Source: an optimization exercise on an open RTL-to-GDS flow (aim: small area, a short achievable clock period and few clock cycles). Production flows keep margins and buffers that such runs may drop.
In this exercise RTL edits were held to simulation tests only and were not proved equivalent to the original.

File: design/flow/design.v
package nrisc_pkg;
	localparam int DATA_W    = 16;
	localparam int ADDR_W    = 8;
	localparam int MEM_DEPTH = 256;
	localparam int REG_IDX_W = 4;
	typedef logic [DATA_W-1:0]    data_t;
	typedef logic [ADDR_W-1:0]    addr_t;
	typedef logic [REG_IDX_W-1:0] reg_idx_t;
	typedef struct packed {
		logic [3:0] opcode;
		reg_idx_t   rd;
		reg_idx_t   rf1;
		reg_idx_t   rf2;
	} instr_t;
	localparam logic [3:0] OP_SYS   = 4'h0;
	localparam logic [3:0] OP_LW    = 4'h1;
	localparam logic [3:0] OP_SW    = 4'h2;
	localparam logic [3:0] OP_LI    = 4'h3;
	localparam logic [3:0] OP_JMP   = 4'h4;
	localparam logic [3:0] OP_JZ    = 4'h5;
	localparam logic [3:0] OP_JC    = 4'h6;
	localparam logic [3:0] OP_ADD   = 4'h8;
	localparam logic [3:0] OP_SUB   = 4'h9;
	localparam logic [3:0] OP_AND   = 4'ha;
	localparam logic [3:0] OP_OR    = 4'hb;
	localparam logic [3:0] OP_XOR   = 4'hc;
	localparam logic [3:0] OP_SHR   = 4'hd;
	localparam logic [3:0] OP_SHL   = 4'he;
	localparam logic [3:0] OP_UNARY = 4'hf;
	localparam logic [3:0] SYS_HALT = 4'h1;  
	localparam logic [3:0] UN_NOT   = 4'h0;  
	localparam logic [3:0] UN_INC   = 4'h2;
	localparam logic [3:0] UN_DEC   = 4'h3;
	typedef enum logic [2:0] {
		ALU_ADD, ALU_SUB, ALU_AND, ALU_OR, ALU_XOR, ALU_SHR, ALU_SHL, ALU_NOT
	} alu_op_e;
	typedef struct packed {
		logic zero;
		logic carry;
	} alu_flags_t;
	typedef struct packed {
		logic  valid;
		logic  write;
		addr_t addr;
		data_t wdata;
	} mem_req_t;
endpackage
`timescale 1ns/10ps
module nrisc_alu (
	input  logic [3:0]            op,
	input  logic [3:0]            sel,   
	input  nrisc_pkg::data_t      alu_a,
	input  nrisc_pkg::data_t      alu_b,
	output nrisc_pkg::data_t      alu_result,
	output nrisc_pkg::alu_flags_t alu_flags
);
	logic                sub;
	nrisc_pkg::data_t    b_in;
	logic [16:0]         sum;
	logic                arith;
	assign arith = op == 4'h8 || op == 4'h9 || op == 4'hf;
	assign sub   = op == 4'h9 || (op == 4'hf && sel[0]);
	assign b_in  = (op == 4'hf) ? 16'h0001 : alu_b;
	assign sum   = {1'b0, alu_a} + {1'b0, b_in ^ {16{sub}}} + {16'h0, sub};
	always_comb begin
		case (op)
			4'ha:    alu_result = alu_a & alu_b;
			4'hb:    alu_result = alu_a | alu_b;
			4'hc:    alu_result = alu_a ^ alu_b;
			4'hd:    alu_result = {1'b0, alu_a[15:1]};
			4'he:    alu_result = {alu_a[14:0], 1'b0};
			4'hf:    alu_result = (sel[1]) ? sum[15:0] : ~alu_a;
			default: alu_result = sum[15:0];
		endcase
		case (op)
			4'hd:    alu_flags.carry = alu_a[0];
			4'he:    alu_flags.carry = alu_a[15];
			4'ha, 4'hb, 4'hc: alu_flags.carry = 1'b0;
			4'hf:    alu_flags.carry = sel[1] & (sum[16] ^ sub);
			default: alu_flags.carry = sum[16] ^ sub;
		endcase
	end
	assign alu_flags.zero = alu_result == '0;
endmodule
`timescale 1ns/10ps
module reg_file (
	input  logic                clk,
	input  logic                rst_n,
	input  nrisc_pkg::reg_idx_t rf1_idx,
	input  nrisc_pkg::reg_idx_t rf2_idx,
	output nrisc_pkg::data_t    rf1_data,
	output nrisc_pkg::data_t    rf2_data,
	input  logic                wr_en,
	input  nrisc_pkg::reg_idx_t wr_idx,
	input  nrisc_pkg::data_t    wr_data
);
	nrisc_pkg::data_t regs [2**nrisc_pkg::REG_IDX_W];
	assign rf1_data = regs[rf1_idx];
	assign rf2_data = regs[rf2_idx];
	always_ff @(posedge clk or negedge rst_n) begin
		if (!rst_n) begin
			for (int i = 0; i < 2**nrisc_pkg::REG_IDX_W; i++)
				regs[i] <= '0;
		end else if (wr_en) begin
			regs[wr_idx] <= wr_data;
		end
	end
endmodule
`timescale 1ns/10ps
module unified_mem (
	input  logic                clk,
	input  logic                we,
	input  nrisc_pkg::addr_t    waddr,
	input  nrisc_pkg::data_t    wdata,
	input  nrisc_pkg::addr_t    raddr,
	output nrisc_pkg::data_t    rdata
);
	nrisc_pkg::data_t mem [nrisc_pkg::MEM_DEPTH];
	always_ff @(posedge clk) begin
		if (we)
			mem[waddr] <= wdata;
	end
	assign rdata = mem[raddr];
endmodule
`timescale 1ns/10ps
module nrisc_top (
	input  logic                 clk,
	input  logic                 rst_n,
	input  logic                 run,
	input  logic                 host_valid,
	input  logic                 host_write,
	input  logic [7:0]           host_addr,
	input  logic [15:0]          host_wdata,
	output logic                 host_gnt,
	output logic [15:0]          host_rdata,
	output logic                 host_rvalid,
	output logic                 halted
);
	nrisc_pkg::addr_t      pc;       
	nrisc_pkg::instr_t     ir;
	logic                  ir_v;
	nrisc_pkg::alu_flags_t flags;
	logic                  halt_q;
	logic                  mem_we;
	nrisc_pkg::addr_t      mem_waddr, mem_raddr;
	nrisc_pkg::data_t      mem_wdata, mem_rdata;
	nrisc_pkg::data_t      ra_data, rb_data, wr_data, alu_result;
	nrisc_pkg::alu_flags_t alu_flags;
	logic                  wr_en;
	logic host_rd, host_wr, active, exec;
	logic is_lw, is_sw, is_li, is_halt, is_alu, taken;
	nrisc_pkg::addr_t pc_inc, fetch_addr, next_addr;
	logic fetch_en, sw_hit;
	assign host_gnt = host_valid;
	assign host_rd  = host_valid & ~host_write;
	assign host_wr  = host_valid &  host_write;
	assign halted   = halt_q;
	assign active = run & ~halt_q & ~host_valid;
	assign exec   = active & ir_v;
	assign is_lw   = ir.opcode == nrisc_pkg::OP_LW;
	assign is_sw   = ir.opcode == nrisc_pkg::OP_SW;
	assign is_li   = ir.opcode == nrisc_pkg::OP_LI;
	assign is_halt = ir.opcode == nrisc_pkg::OP_SYS && ir.rd == nrisc_pkg::SYS_HALT;
	assign is_alu  = ir.opcode[3] && (ir.opcode != nrisc_pkg::OP_UNARY ||
		ir.rf2 == nrisc_pkg::UN_NOT || ir.rf2 == nrisc_pkg::UN_INC || ir.rf2 == nrisc_pkg::UN_DEC);
	assign taken   = ir.opcode == nrisc_pkg::OP_JMP ||
		(ir.opcode == nrisc_pkg::OP_JZ && flags.zero) ||
		(ir.opcode == nrisc_pkg::OP_JC && flags.carry);
	assign pc_inc     = pc + 1'b1;
	assign next_addr  = taken ? ra_data[7:0] : pc_inc;
	assign fetch_addr = ir_v ? next_addr : pc;
	assign sw_hit     = is_sw && ra_data[7:0] == pc_inc;
	assign mem_raddr = host_rd ? host_addr : (ir_v && is_lw) ? ra_data[7:0] : fetch_addr;
	assign mem_we    = host_wr | (exec & is_sw);
	assign mem_waddr = host_valid ? host_addr : ra_data[7:0];
	assign mem_wdata = host_valid ? host_wdata : rb_data;
	unified_mem mem_i (.clk, .we(mem_we), .waddr(mem_waddr), .wdata(mem_wdata),
		.raddr(mem_raddr), .rdata(mem_rdata));
	assign wr_en   = exec & (is_alu | is_li | is_lw);
	assign wr_data = is_lw ? mem_rdata : is_li ? nrisc_pkg::data_t'({ir.rf1, ir.rf2}) : alu_result;
	reg_file rf_i (.clk, .rst_n, .rf1_idx(ir.rf1), .rf2_idx(ir.rf2), .rf1_data(ra_data),
		.rf2_data(rb_data), .wr_en, .wr_idx(ir.rd), .wr_data);
	nrisc_alu alu_i (.op(ir.opcode), .sel(ir.rf2), .alu_a(ra_data), .alu_b(rb_data),
		.alu_result, .alu_flags);
	assign fetch_en = exec ? ~(is_lw | is_halt | sw_hit) : (~ir_v & ~halt_q & ~host_rd);
	always_ff @(posedge clk or negedge rst_n) begin
		if (!rst_n) begin
			pc     <= '0;
			ir_v   <= 1'b0;
			flags  <= '0;
			halt_q <= 1'b0;
		end else begin
			if (exec) begin
				if (is_halt)
					halt_q <= 1'b1;  
				else
					pc <= is_lw || is_sw ? pc_inc : next_addr;
				if (is_alu)
					flags <= alu_flags;
			end
			if (host_wr && host_addr == pc && (ir_v || fetch_en))
				ir_v <= 1'b1;
			else if (fetch_en)
				ir_v <= 1'b1;
			else if (exec && !is_halt)
				ir_v <= 1'b0;
		end
	end
	always_ff @(posedge clk) begin
		if (host_wr && host_addr == pc)
			ir <= nrisc_pkg::instr_t'(host_wdata);  
		else if (fetch_en)
			ir <= nrisc_pkg::instr_t'(mem_rdata);
	end
	always_ff @(posedge clk or negedge rst_n) begin
		if (!rst_n)
			host_rvalid <= 1'b0;
		else
			host_rvalid <= host_rd;
	end
	always_ff @(posedge clk) begin
		if (host_rd)
			host_rdata <= mem_rdata;
	end
endmodule
File: design/flow/run.sh
#!/bin/bash
# synth_recipe.tcl (not shown) runs the flow's synth.tcl, then flattens the netlist and writes it again
# the make line also repeats each setting of config.mk as NAME=value (left out here)
make -C /OpenROAD-flow-scripts/flow DESIGN_CONFIG=/design/flow/config.mk WORK_HOME=/design/flow/orfs CLKGATE_MAP_FILE= SYNTH_SCRIPT=/design/flow/synth_recipe.tcl finish
File: design/flow/config.mk
export PLATFORM = sky130hd
export DESIGN_NAME = nrisc_top
export DESIGN_NICKNAME = nrisc_top
export VERILOG_FILES = /design/flow/design.v
export SDC_FILE = /design/flow/constraint.sdc
export NUM_CORES = 4
export LEC_CHECK = 0
export CAP_MARGIN = 20
export CORE_MARGIN = 2
export CORE_UTILIZATION = 30
export PLACE_DENSITY = 0.5
export SLEW_MARGIN = 20
File: design/flow/constraint.sdc
create_clock -name core_clock -period 12.0 [get_ports {clk}]
set_input_delay 2.4000 -clock core_clock [delete_from_list [all_inputs] [get_ports {clk}]]
set_output_delay 2.4000 -clock core_clock [all_outputs]
set_load 0.01 [all_outputs]
==> metrics.md <==
| Metric | Value |
|---|---|
| Cts hold-fix bufs | `0` |
| Post-synth EDFFs | `4128` |
| Detailed Route WL | `702.9 mm` |
| Crit path cell chain | `clkdlybuf4s50_1 > nand2b_1 > buf_4 > inv_2 > or3_1 > o21ai_0 > a31oi_1 > o21ai_4 > buf_4 > buf_12 > buf_4 > nand3_1 > a32o_1 > o21ai_0 > nand4_1 > o22ai_2 > o31a_1 > o21ai_0` |
| Max-slew violation count | `0` |
| GP Congestion | `0.9145` |
| Compound-Gate Fraction of Synth Area | `0.09259` |
| Design Area, Final | `212200 um2` |
| HPWL Detailed | `431.5 mm` |
| CTS root buf | `clkbuf_16` |
| Final min period | `9585 ps` |
| Layout cells sized above 1 | `0.1411` |
| CTS Buf Count | `458` |
| CP Launch Type | `input pin` |
| Slew headroom | `0.1367` |
| IO Port Bufs | `47` |
| RSZ-0062 raised after global routing | `no` |
| Die width | `790.1 um` |
| Largest net degree at the start of global routing | `146` |
| CP max FO | `113` |
| Seq/Total Area, Yosys | `0.7050` |
| Fillers | `59540` |
| Post-Synth Adder-Cell Area | `0.003348` |
| Clock Path Buffers | `4` |
| Post-synthesis cell area | `185400 um2` |
| Yosys top cell area share | `0.6687` |
| Worst-Margin Slew | `1295 ps` |
| Synth warn | `6` |
| Setup bufs post-CTS | `0` |
| Post-DR vias/cell | `5.551` |
| Main combinational cell family by area after synthesis | `simple AND/OR/NAND/NOR gates` |
| Most used DFF post-synth | `edfxtp_1` |
| FF+latch count, synth | `4397` |
| Worst EP required | `12820 ps` |
| Area grow syn2layout | `14.45%` |
| Die area | `624200 um2` |
| Outcome | `finished clean` |
| Hold WC Path Type | `reg -> reg` |
| Skew final | `90.49 ps` |
| Later-pin clock latency in the skew report | `1070 ps` |
| Max Cap Viol | `0` |
| Total gr overflow | `0` |
| Resized Gates After CTS | `0` |
| Final hold vios | `0` |
| Core Area | `615500 um2` |
| Unique masters post-synth | `116` |
| Most common cell in the synthesized netlist | `edfxtp_1` |
| Detailed-route via count | `122600` |
| Synth top area cells | `edfxtp_1 (67%), nand2_1 (4.8%), dfrtp_1 (3.6%), mux2i_1 (3.5%), nand3_1 (2.2%)` |
| Reg area | `130700 um2` |
| Gate Count Post-Synth | `13330` |
| Critical-path top delay cell | `o21ai_0` |
| DP Area | `197600 um2` |
| CTS tree | `yes` |
| Syn Nets | `13400` |
| Total negative slack | `0 ps` |
| Setup violations, final | `0` |
| Initial DRT Pass Iterations | `9` |
| Row cnt | `288` |
| Critical path data arrival time | `10400 ps` |
| Die H | `790.1 um` |
| Area of the multi-input gates | `49380 um2` |
| Mux contribution to synthesized area | `0.06130` |
| Routed WL per cell | `31.83 um` |
| Crit path kind | `in -> reg` |
| Post-synthesis simple-gate area fraction | `0.09907` |
| Syn Area/Cell | `13.91 um2` |
| Number of global-route vias before repair | `114300` |
| CTS sink cnt | `4397` |
| Max stage delay on crit path | `910 ps` |
| Delay-heaviest family, CP | `compound AO/OA/AOI/OAI gates` |
| Min Hold Slack | `523.2 ps` |
| Buf+Inv Stages, Crit Path | `6` |
| First-pass GRT wire length | `964.9 mm` |
| Critical Path Sink Type | `flop` |
| GR Util All Layers | `0.2167` |
| Fin crit share | `0.7988` |
| Async set or reset register ratio after synthesis | `0.06118` |
| Synth area leader | `edfxtp_1` |
| Post-synth top cells | `edfxtp_1 (4128), nand2_1 (2372), nand3_1 (815)` |
| Xor/xnor cell area share of the yosys netlist | `0.002126` |
| Final ANT Viol Nets | `0` |
| DRC Markers | `0` |
| Final #Nets | `13640` |
| Initial antenna violation count | `47` |
| Max Clock Freq | `104.3 MHz` |
| I/O pins | `48` |
| Starting Density | `0.3012` |
| Clock-pin slew on the worst setup and hold paths | `60 ps` |
| Initial drt markers | `16620` |
| H-tree depth | `5` |
## logic make-up (layout without fill, tap and decap cells)
group	after synthesis	count (layout)
AOI/OAI and AO/OA	2342	2342
xor gates and xnor gates	45	45
adders and majority gates	49	49
buffers and inverters	1266	1889
DFF	4397	4397
muxes	946	946
other	0	14
and+or+nand+nor	4281	4281
## state kept, by name (all words and copies together) (netlist names)
name,count
halt_q,1
pc,8
host_rvalid,1
rf_i.regs,256
host_rdata,16
ir_v,1
mem_i.mem,4096
ir,16
flags,2
## tightest hold or removal path: cells and delay by family (launching register included)
| family | cells | cell delay, ps |
|---|---|---|
| flip-flops | 1 | 360 |
| AO/OA/AOI/OAI | 2 | 130 |
## final cells by class
class / instances / area share
sequential: 4397 / 0.6160
multi-input combinational: 7663 / 0.2327
clock buffer: 588 / 0.05686
tap: 8120 / 0.04789
timing repair buffer: 721 / 0.02962
clock inverter: 256 / 0.01101
inverter: 324 / 0.005732
antenna: 14 / 0.0001651
## metal layers
metal / part of all wire / global-route usage / wire [um] / vias up
met5: 0.000050 / 0 / 35 / -
met4: 0.048 / 0.08773 / 33420 / 4
met3: 0.095 / 0.04657 / 66490 / 1298
met2: 0.45 / 0.3344 / 314800 / 6273
met1: 0.41 / 0.2973 / 288200 / 63560
li1: - / - / - / 51450
## path summary, 6_finish.rpt
kind,start,endpoint,slack [ps],depth (start not counted)
max in group asynchronous,rst_n,rf_i.regs[14][1],8960,3
worst max-delay path,host_write,rf_i.regs[7][6],2410,18
worst min-delay path,rf_i.regs[7][3],rf_i.regs[7][3],520,2
min in group asynchronous,rst_n,rf_i.regs[5][11],1370,1
worst max register to register,ir[4],rf_i.regs[7][6],2940,18
worst min register to register,rf_i.regs[7][3],rf_i.regs[7][3],520,2
## per-stage QoR
step,std cells,util,worst slack (ps)
2_1_floorplan,13330,-,-3298
3_3_place_gp,21220,0.3208,1723
3_5_place_dp,21220,0.3211,1658
4_1_cts,22070,0.3445,2718
5_1_grt,22070,0.3447,2567
6_report,22080,0.3447,2415
## cells in the final DEF (no fill, tap or decap), drive strengths merged, types with 17 or more instances in the layout
master and n:
edfxtp 4128, nand2 2372, nand3 817, buf 676
mux2i 656, nor2 644, clkbuf 588, a211oi 543
inv 333, a311oi 316, dfrtp 269, a21oi 264
o21ai 247, clkinv 211, a22oi 193, a31oi 177
mux2 161, and3 130, mux4 129, o22ai 96
nand4 82, a221oi 54, a32oi 50, nor3 49
ha 48, clkdlybuf4s50 45, a32o 43, a22o 43
o211ai 37, xnor2 34, a311o 29, nand2b 29
bufinv 28, nor2b 25, or3 24, nor4 20
o22a 19, a21o 18, o21a 17, o221ai 17
Testbench counts, summed over its fixed seeds: cycles 76,068.

afterwards: timing with drivers on the ports:
No port has a modelled driver above. Below, the same layout with a new extraction and two added sets of constraints.
Step 1: set_driving_cell puts a clkbuf_16 on clk and a buf_2 on each other input, an assumption about the parent block.
Step 2 adds t to the input delays and takes it off the output delays; t is the mean of the earliest and latest rising clock arrival at the registers after step 1. Input paths then give back, and output paths get back, about the clock's delay inside the block.
Slacks: no drivers / after step 1 / after step 2; pairs: no drivers / after step 1.
shift t [ns]: 1.145
setup WS [ns]: 2.415 / 2.517 / 1.372
hold slack, ns: 0.523 / 0.523 / 0.523
worst setup path after step 2: input to register
worst slew at a driven data input, ns: 0.07
After both steps this run still meets setup and hold. For this run, drivers alone change the setup slack by +0.102 ns; drivers and shift together by -1.043 ns.
